Context: an optimization exercise on an open-source flow, tuned for small area, a short achievable clock period and few clock cycles. The choices shown serve that exercise and are no tape-out recipe. RTL that was checked went through simulation tests only; none was proved equivalent to the original. No activity file was given, so power comes from the tool's default toggle rates.

==> try-lagoon <==
// lenet_classifier_top
module lenet_classifier_top
(
	input  logic               i_sclk,
	input  logic               i_rstn,
	input  logic               i_in_valid,
	output logic               o_in_ready,
	input  logic [7:0]         i_in_data,
	output logic [LABEL_W-1:0] o_label,
	output logic               o_label_valid
);
==> flow/config.mk <==
export PLATFORM = sky130hd
export DESIGN_NAME = lenet_classifier_top
export DESIGN_NICKNAME = lenet_classifier_top
export VERILOG_FILES = /design/flow/design.v
export SDC_FILE = /design/flow/constraint.sdc
export NUM_CORES = 4
export LEC_CHECK = 0
export CAP_MARGIN = 20
export CORE_MARGIN = 2
export CORE_UTILIZATION = 70
export PLACE_DENSITY = 0.75
export SETUP_SLACK_MARGIN = 5
export SLEW_MARGIN = 20
==> flow/constraint.sdc <==
create_clock -name core_clock -period 10.0 [get_ports {i_sclk}]
set_input_delay 2.0000 -clock core_clock [delete_from_list [all_inputs] [get_ports {i_sclk}]]
set_output_delay 2.0000 -clock core_clock [all_outputs]
set_load 0.01 [all_outputs]
standard.sh (not shown) runs the stock make flow with config.mk's settings and CLKGATE_MAP_FILE= SYNTH_SCRIPT=/design/flow/synth_recipe.tcl, a recipe that flattens the netlist after the stock synthesis.
==> flow/flow/run.sh <==
#!/bin/bash
set -euo pipefail
bash standard.sh SETUP_SLACK_MARGIN=6.5 finish > flow_make.log 2>&1
==> inputs of try-raven, as changes to try-lagoon <==
==> flow/run.sh (new file) <==
#!/bin/bash
# synth_recipe.tcl (not shown) runs the flow's synth.tcl, then flattens the netlist and writes it again
# the make line also repeats each setting of config.mk as NAME=value (left out here)
make -C /OpenROAD-flow-scripts/flow DESIGN_CONFIG=/design/flow/config.mk WORK_HOME=/design/flow/orfs CLKGATE_MAP_FILE= SYNTH_SCRIPT=/design/flow/synth_recipe.tcl finish
CTS_BUF_LIST = sky130_fd_sc_hd__clkbuf_8   (was unset)
CTS_CLUSTER_SIZE = 24   (was unset)
removed: flow/flow/run.sh
removed: flow/standard.sh
==> inputs of try-garnet, as changes to try-lagoon <==
--- a/flow/design.v
+++ b/flow/design.v
@@ -70,13 +70,13 @@
 	output logic                     o_in_ready,
 	input  logic [7:0]               i_in_data,
 	output logic [N_OUT-1:0]         o_w_we,
 	output logic                     o_b_we,
 	output logic [3:0]               o_b_addr,
 	output logic                     o_start,
-	output logic [N_BLK-1:0]         o_m,
+	output logic [2:0]               o_m,
 	output logic [N_IN-1:0]          o_features
 );
 	localparam logic [1:0] ST_HDR = 2'd0;
 	localparam logic [1:0] ST_W   = 2'd1;
 	localparam logic [1:0] ST_B   = 2'd2;
 	localparam logic [1:0] ST_F   = 2'd3;
@@ -210,24 +210,23 @@
 		end
 		if (accept && st == ST_F)
 			for (int i = 0; i < N_IN; i++)
 				if (int'(cs) == i / 8)
 					o_features[i] <= i_in_data[i % 8];
 		if (o_start)
-			for (int b = 0; b < N_BLK; b++)
-				o_m[(b + M_OFF) % N_BLK] <= (ph_b == 3'(b));
+			o_m <= (ph_b >= 3'(N_BLK - M_OFF)) ? ph_b - 3'(N_BLK - M_OFF) : ph_b + 3'(M_OFF);
 	end
 endmodule
 `timescale 1ns/1ns
 import lenet_pkg::*;
 module fc_layer_engine
 (
 	input  logic                                 i_sclk,
 	input  logic                                 i_rstn,
 	input  logic                                 i_start,
-	input  logic [N_BLK-1:0]                     i_m,
+	input  logic [2:0]                           i_m,
 	input  logic [N_IN-1:0]                      i_features,
 	input  logic [N_OUT-1:0][N_TAP-1:0][WW-1:0] i_tap,
 	input  logic [N_OUT-1:0][WW-1:0]             i_bias,
 	output logic                                 o_score_valid,
 	output logic                                 o_score_first,
 	output logic                                 o_score_last,
@@ -246,16 +245,13 @@
 				fp[s] <= fp[s] >> 1;
 	end
 	always_ff @(posedge i_sclk)
 	begin
 		for (int k = 0; k < N_TAP; k++)
 		begin
-			fd[k][0] <= 1'b0;
-			for (int m = 0; m < N_BLK; m++)
-				if (i_m[m])
-					fd[k][0] <= fp[(k + m) % N_TAP][0];
+			fd[k][0] <= fp[(k + int'(i_m)) % N_TAP][0];
 			for (int c = 1; c < N_OUT; c++)
 				fd[k][c] <= fd[k][c-1];
 		end
 	end
 	always_ff @(posedge i_sclk)
 	begin
@@ -386,13 +382,13 @@
 	output logic               o_label_valid
 );
 	logic [N_OUT-1:0]                     w_we;
 	logic                                 b_we;
 	logic [3:0]                           b_addr;
 	logic                                 start;
-	logic [N_BLK-1:0]                     m;
+	logic [2:0]                           m;
 	logic [N_IN-1:0]                      features;
 	logic [N_OUT-1:0][N_TAP-1:0][WW-1:0] tap;
 	logic [N_OUT-1:0][WW-1:0]             bias;
 	logic                                 score_valid;
 	logic                                 score_first;
 	logic                                 score_last;
==> flow/run.sh (new file) <==
#!/bin/bash
# synth_recipe.tcl (not shown) runs the flow's synth.tcl, then flattens the netlist and writes it again
# the make line also repeats each setting of config.mk as NAME=value (left out here)
make -C /OpenROAD-flow-scripts/flow DESIGN_CONFIG=/design/flow/config.mk WORK_HOME=/design/flow/orfs CLKGATE_MAP_FILE= SYNTH_SCRIPT=/design/flow/synth_recipe.tcl finish
CORE_UTILIZATION = 55   (was 70)
PLACE_DENSITY = 0.65   (was 0.75)
removed: flow/flow/run.sh
removed: flow/standard.sh
==> comparison <==
Worst hold slack: try-lagoon > try-raven > try-garnet.
Of try-raven and try-garnet, try-garnet has the higher design area (gap about 4%, measured against try-garnet).
The lowest non-clock buffer count belongs to try-raven, the highest to try-garnet.
Between try-garnet and try-lagoon, the lower worst setup slack is in try-garnet (gap 0.94 ns).
The lowest via count belongs to try-lagoon, the highest to try-garnet.
The lowest clock power belongs to try-raven, the highest to try-garnet.
Against try-garnet, the area after synthesis of try-raven is lower by 2.7%.
First-iteration DRC count, lowest first: try-garnet, try-raven, try-lagoon.
==> figures <==
quantity                                                           try-lagoon               try-garnet                try-raven
# rows                                                                    186                      212                      186
Vias per std cell                                                        4.90                     4.53                     4.75
Hold Crit Start                                       weight_ram_i.ring[6311]  weight_ram_i.ring[1225]  weight_ram_i.ring[1490]
Wirelength per Cell                                                   21.8 um                  18.2 um                  19.4 um
Kind of end point of the critical path                         primary output                flip-flop           primary output
Dpl cell area                                                      0.184 mm^2               0.190 mm^2               0.184 mm^2
Clock buf count                                                           919                      942                     1338
Area of combinational cells with multiple inputs                  0.0257 mm^2              0.0302 mm^2              0.0256 mm^2
Combinational-cell power consumption                                  1.59 mW                  1.78 mW                  1.56 mW
Status                                       no timing/DRC/antenna violations  no timing/DRC/antenna violations  no timing/DRC/antenna violations
Worst-skew pair later-pin latency                                     1.03 ns                  1.06 ns                  1.25 ns
Overall fraction of global-route tracks in use                          26.1%                    18.4%                    24.8%
Post-layout total power                                               58.1 mW                  58.3 mW                  56.0 mW
Clock buffer and inverter area fraction after layout                    10.6%                    10.7%                    10.3%
Met1 Wirelength                                                        144 mm                   151 mm                   140 mm
Rel. slew slack                                                         7.47%                    15.4%                    5.02%
Sinks on the clock net                                                   7458                     7454                     7458
Sequential Power Share                                                  53.7%                    52.7%                    55.6%
Testbench counts of try-lagoon, summed over its fixed seeds: cycles 10,864.
Testbench counts of try-raven, summed over its fixed seeds: cycles 10,864.
Testbench counts of try-garnet, summed over its fixed seeds: cycles 10,864.


==> inputs of job 317 <==
lenet_classifier_top, a different RTL version from the one above (not shown whole).
==> flow/design.v (excerpt) <==
module lenet_classifier_top
(
	input  logic               i_sclk,
	input  logic               i_rstn,
	input  logic               i_in_valid,
	output logic               o_in_ready,
	input  logic [7:0]         i_in_data,
	output logic [LABEL_W-1:0] o_label,
	output logic               o_label_valid
);
	logic [N_OUT-1:0]                     w_we;
	logic                                 b_we;
	logic [3:0]                           b_addr;
	logic                                 start;
	logic [N_BLK-1:0]                     m;
	logic [N_IN-1:0]                      features;
	logic [N_OUT-1:0][N_TAP-1:0][WW-1:0] tap;
	logic [N_OUT-1:0][WW-1:0]             bias;
	logic                                 score_valid;
	logic                                 score_first;
	logic                                 score_last;
	logic signed [SCORE_W-1:0]            score;
	param_stream_loader param_stream_loader_i (
		.i_sclk     (i_sclk),
		.i_rstn     (i_rstn),
		.i_in_valid (i_in_valid),
		.o_in_ready (o_in_ready),
		.i_in_data  (i_in_data),
		.o_w_we     (w_we),
		.o_b_we     (b_we),
		.o_b_addr   (b_addr),
		.o_start    (start),
  ...
==> module max_label_picker, before the edit <==
module max_label_picker
(
	input  logic                      i_sclk,
	input  logic                      i_rstn,
	input  logic                      i_score_valid,
	input  logic                      i_score_first,
	input  logic                      i_score_last,
	input  logic signed [SCORE_W-1:0] i_score,
	output logic [LABEL_W-1:0]        o_label,
	output logic                      o_label_valid
);
	logic signed [SCORE_W-1:0] max_score;
	logic [LABEL_W-1:0]        max_cls;
	logic [LABEL_W-1:0]        cls;
	logic                      take;
	assign take = i_score_first || (i_score > max_score);
	always_ff @(posedge i_sclk)
	begin
		if (i_score_valid)
		begin
			cls <= i_score_first ? LABEL_W'(1) : cls + 1'b1;
			if (take)
			begin
				max_score <= i_score;
				max_cls   <= i_score_first ? '0 : cls;
			end
		end
		o_label <= take ? cls : max_cls;
	end
	always_ff @(posedge i_sclk)
	begin
		if (!i_rstn)
			o_label_valid <= 1'b0;
		else
			o_label_valid <= i_score_valid && i_score_last;
	end
endmodule
clock: 10.0 ns
lec_check: 0
cap_margin: 20
core_margin: 2
core_utilization: 70
place_density: 0.75
setup_slack_margin: 5
slew_margin: 20
==> flow/flow/run.sh <==
#!/bin/bash
# Standard ORFS layout with these changes in how it is made:
#  - ports are buffered with buf_4;
#  - clock tree synthesis without dummy loads and with larger sink clusters.
# The SDC (clock period, I/O delays) is the standard flow's, unchanged.
set -euo pipefail
bash standard.sh SETUP_SLACK_MARGIN=6.6 MATCH_CELL_FOOTPRINT=0 \
  "BUFFER_PORTS_ARGS=-buffer_cell sky130_fd_sc_hd__buf_4" \
  "CTS_ARGS=-sink_clustering_enable -repair_clock_nets -dont_use_dummy_load -sink_clustering_size 30 -sink_clustering_max_diameter 100" \
  finish > flow_make.log 2>&1
==> job 3700: changes against job 317 <==
--- a/flow/design.v
+++ b/flow/design.v
@@ -358,14 +358,15 @@
 			cls <= i_score_first ? LABEL_W'(1) : cls + 1'b1;
 			if (take)
 			begin
 				max_score <= i_score;
 				max_cls   <= i_score_first ? '0 : cls;
 			end
+			if (i_score_last)
+				o_label <= take ? cls : max_cls;
 		end
-		o_label <= take ? cls : max_cls;
 	end
 	always_ff @(posedge i_sclk)
 	begin
 		if (!i_rstn)
 			o_label_valid <= 1'b0;
 		else
==> flow/run.sh (new file) <==
#!/bin/bash
# synth_recipe.tcl (not shown) runs the flow's synth.tcl, then flattens the netlist and writes it again
# the make line also repeats each setting of config.mk as NAME=value (left out here)
make -C /OpenROAD-flow-scripts/flow DESIGN_CONFIG=/design/flow/config.mk WORK_HOME=/design/flow/orfs CLKGATE_MAP_FILE= SYNTH_SCRIPT=/design/flow/synth_recipe.tcl finish
removed: flow/flow/run.sh
removed: flow/standard.sh
==> job 2232: changes against job 317 <==
--- a/flow/design.v
+++ b/flow/design.v
@@ -70,13 +70,13 @@
 	output logic                     o_in_ready,
 	input  logic [7:0]               i_in_data,
 	output logic [N_OUT-1:0]         o_w_we,
 	output logic                     o_b_we,
 	output logic [3:0]               o_b_addr,
 	output logic                     o_start,
-	output logic [N_BLK-1:0]         o_m,
+	output logic [2:0]               o_m,
 	output logic [N_IN-1:0]          o_features
 );
 	localparam logic [1:0] ST_HDR = 2'd0;
 	localparam logic [1:0] ST_W   = 2'd1;
 	localparam logic [1:0] ST_B   = 2'd2;
 	localparam logic [1:0] ST_F   = 2'd3;
@@ -210,24 +210,23 @@
 		end
 		if (accept && st == ST_F)
 			for (int i = 0; i < N_IN; i++)
 				if (int'(cs) == i / 8)
 					o_features[i] <= i_in_data[i % 8];
 		if (o_start)
-			for (int b = 0; b < N_BLK; b++)
-				o_m[(b + M_OFF) % N_BLK] <= (ph_b == 3'(b));
+			o_m <= (ph_b >= 3'(N_BLK - M_OFF)) ? ph_b - 3'(N_BLK - M_OFF) : ph_b + 3'(M_OFF);
 	end
 endmodule
 `timescale 1ns/1ns
 import lenet_pkg::*;
 module fc_layer_engine
 (
 	input  logic                                 i_sclk,
 	input  logic                                 i_rstn,
 	input  logic                                 i_start,
-	input  logic [N_BLK-1:0]                     i_m,
+	input  logic [2:0]                           i_m,
 	input  logic [N_IN-1:0]                      i_features,
 	input  logic [N_OUT-1:0][N_TAP-1:0][WW-1:0] i_tap,
 	input  logic [N_OUT-1:0][WW-1:0]             i_bias,
 	output logic                                 o_score_valid,
 	output logic                                 o_score_first,
 	output logic                                 o_score_last,
@@ -246,16 +245,13 @@
 				fp[s] <= fp[s] >> 1;
 	end
 	always_ff @(posedge i_sclk)
 	begin
 		for (int k = 0; k < N_TAP; k++)
 		begin
-			fd[k][0] <= 1'b0;
-			for (int m = 0; m < N_BLK; m++)
-				if (i_m[m])
-					fd[k][0] <= fp[(k + m) % N_TAP][0];
+			fd[k][0] <= fp[(k + int'(i_m)) % N_TAP][0];
 			for (int c = 1; c < N_OUT; c++)
 				fd[k][c] <= fd[k][c-1];
 		end
 	end
 	always_ff @(posedge i_sclk)
 	begin
@@ -358,14 +354,15 @@
 			cls <= i_score_first ? LABEL_W'(1) : cls + 1'b1;
 			if (take)
 			begin
 				max_score <= i_score;
 				max_cls   <= i_score_first ? '0 : cls;
 			end
+			if (i_score_last)
+				o_label <= take ? cls : max_cls;
 		end
-		o_label <= take ? cls : max_cls;
 	end
 	always_ff @(posedge i_sclk)
 	begin
 		if (!i_rstn)
 			o_label_valid <= 1'b0;
 		else
@@ -385,13 +382,13 @@
 	output logic               o_label_valid
 );
 	logic [N_OUT-1:0]                     w_we;
 	logic                                 b_we;
 	logic [3:0]                           b_addr;
 	logic                                 start;
-	logic [N_BLK-1:0]                     m;
+	logic [2:0]                           m;
 	logic [N_IN-1:0]                      features;
 	logic [N_OUT-1:0][N_TAP-1:0][WW-1:0] tap;
 	logic [N_OUT-1:0][WW-1:0]             bias;
 	logic                                 score_valid;
 	logic                                 score_first;
 	logic                                 score_last;
==> flow/run.sh (new file) <==
#!/bin/bash
# synth_recipe.tcl (not shown) runs the flow's synth.tcl, then flattens the netlist and writes it again
# the make line also repeats each setting of config.mk as NAME=value (left out here)
make -C /OpenROAD-flow-scripts/flow DESIGN_CONFIG=/design/flow/config.mk WORK_HOME=/design/flow/orfs CLKGATE_MAP_FILE= SYNTH_SCRIPT=/design/flow/synth_recipe.tcl finish
==> flow/config.mk (replaced) <==
export PLATFORM = sky130hd
export DESIGN_NAME = lenet_classifier_top
export DESIGN_NICKNAME = lenet_classifier_top
export VERILOG_FILES = /design/flow/design.v
export SDC_FILE = /design/flow/constraint.sdc
export NUM_CORES = 4
export LEC_CHECK = 0
export CAP_MARGIN = 20
export CORE_MARGIN = 2
export CORE_UTILIZATION = 55
export PLACE_DENSITY = 0.65
export SLEW_MARGIN = 20
removed: flow/flow/run.sh
removed: flow/standard.sh
==> job 7179: changes against job 317 <==
--- a/flow/design.v
+++ b/flow/design.v
@@ -358,14 +358,15 @@
 			cls <= i_score_first ? LABEL_W'(1) : cls + 1'b1;
 			if (take)
 			begin
 				max_score <= i_score;
 				max_cls   <= i_score_first ? '0 : cls;
 			end
+			if (i_score_last)
+				o_label <= take ? cls : max_cls;
 		end
-		o_label <= take ? cls : max_cls;
 	end
 	always_ff @(posedge i_sclk)
 	begin
 		if (!i_rstn)
 			o_label_valid <= 1'b0;
 		else
==> flow/flow/run.sh (replaced) <==
#!/bin/bash
set -euo pipefail
bash standard.sh SETUP_SLACK_MARGIN=6.5 finish > flow_make.log 2>&1
--- a/flow/config.mk
+++ b/flow/config.mk
@@ -5,9 +5,11 @@
 export SDC_FILE = /design/flow/constraint.sdc
 export NUM_CORES = 4
 export LEC_CHECK = 0
 export CAP_MARGIN = 20
 export CORE_MARGIN = 2
 export CORE_UTILIZATION = 70
+export CTS_CLUSTER_DIAMETER = 100
+export CTS_CLUSTER_SIZE = 32
 export PLACE_DENSITY = 0.75
 export SETUP_SLACK_MARGIN = 5
 export SLEW_MARGIN = 20
==> comparison table <==
item	job 7179	job 2232	job 317	job 3700
Outcome	finished clean	finished clean	finished clean	finished clean
Actual slew at the worst max-slew pin	1.23 ns	1.27 ns	0.982 ns	1.37 ns
Leakage power summed over all cells	0.0779 uW	0.0887 uW	0.0779 uW	0.0849 uW
Met2 capacity usage during global routing	0.345	0.275	0.347	0.441
Power drawn by the sequential cells	31100 uW	30800 uW	30700 uW	31200 uW
Total power draw	46100 uW	58300 uW	45500 uW	58100 uW
Fraction of area in non-clock buffers	0.00208	0.00187	0.00141	0.00172
Vias after detailed routing	70691	77275	70646	75841
Pwr/cell area	241 mW/mm^2	274 mW/mm^2	238 mW/mm^2	282 mW/mm^2
Final critical delay including setup and external delays	3.70 ns	6.49 ns	3.46 ns	4.42 ns
Number of flip-flops and latches in the synthesized netlist	7458	7454	7458	7458
Worst reg2reg path depth	6	17	8	7
Synth-to-layout area growth	6.42%	15.3%	6.39%	14.4%
Post-route cell area	0.192 sq mm	0.213 sq mm	0.191 sq mm	0.206 sq mm
Met3 routed wirelength	11200 um	18000 um	10900 um	16000 um
Final standard cell utilization of the core	0.747	0.638	0.747	0.803
Required time worst endpoint	8.00 ns	10.93 ns	8.00 ns	10.63 ns
Final weighted congestion in routability-driven placement	0.869	0.835	0.882	0.869
Share of total power in combinational logic	0.034	0.030	0.027	0.027
Net Sw Frac	0.204	0.206	0.200	0.213
Global Route Usage Sum	0.220	0.184	0.223	0.261
Cell count along the critical path	1	17	1	6
Syn_area_per_cell	16.3 sq um	16.0 sq um	16.3 sq um	16.3 sq um
Number of global-route vias before repair	73791	81191	74344	84164
Testbench counts of job 3700, summed over its fixed seeds: cycles 10,864.
Testbench counts of job 2232, summed over its fixed seeds: cycles 10,864.
Testbench counts of job 7179, summed over its fixed seeds: cycles 10,864.
Only the layout flow was run in job 317; the RTL was not checked for function there.

-- port drivers added, routing unchanged --
The results above use ideal ports. As a check the final layouts listed here were re-extracted and re-timed, cells and wires unchanged. Step 1 sets driving cells, clkbuf_16 on the clock port and buf_2 on the other inputs (assumed; they add their load-dependent delay and slew). Step 2 adds t to the input delays and takes it off the output delays; t is the mean of the earliest and latest rising clock arrival at the registers after step 1. Input paths then give back, and output paths get back, about the clock's delay inside the block. a / b / c = ideal / step 1 / step 2; a / b = the first two.
| run | t, ns | setup slack, ns | worst register clock-pin slew, ns |
|---|---|---|---|
| try-lagoon | 1.111 | 6.220 / 6.124 / 5.500 | 0.08 / 0.08 |
| try-raven | 1.304 | 5.616 / 5.526 / 4.546 | 0.08 / 0.08 |
| try-garnet | 1.119 | 5.285 / 5.285 / 4.667 | 0.07 / 0.07 |
| job 317 | 1.029 | 6.541 / 6.450 / 5.555 | 0.12 / 0.12 |
| job 3700 | 1.107 | 5.579 / 5.646 / 4.540 | 0.07 / 0.07 |
| job 2232 | 1.119 | 3.512 / 3.512 / 3.512 | 0.07 / 0.07 |
| job 7179 | 1.024 | 6.295 / 6.204 / 5.587 | 0.12 / 0.12 |
After both steps setup and hold are still met in every run listed. For try-raven, which loses most, drivers alone change the setup slack by -0.090 ns; drivers and shift together by -1.070 ns.
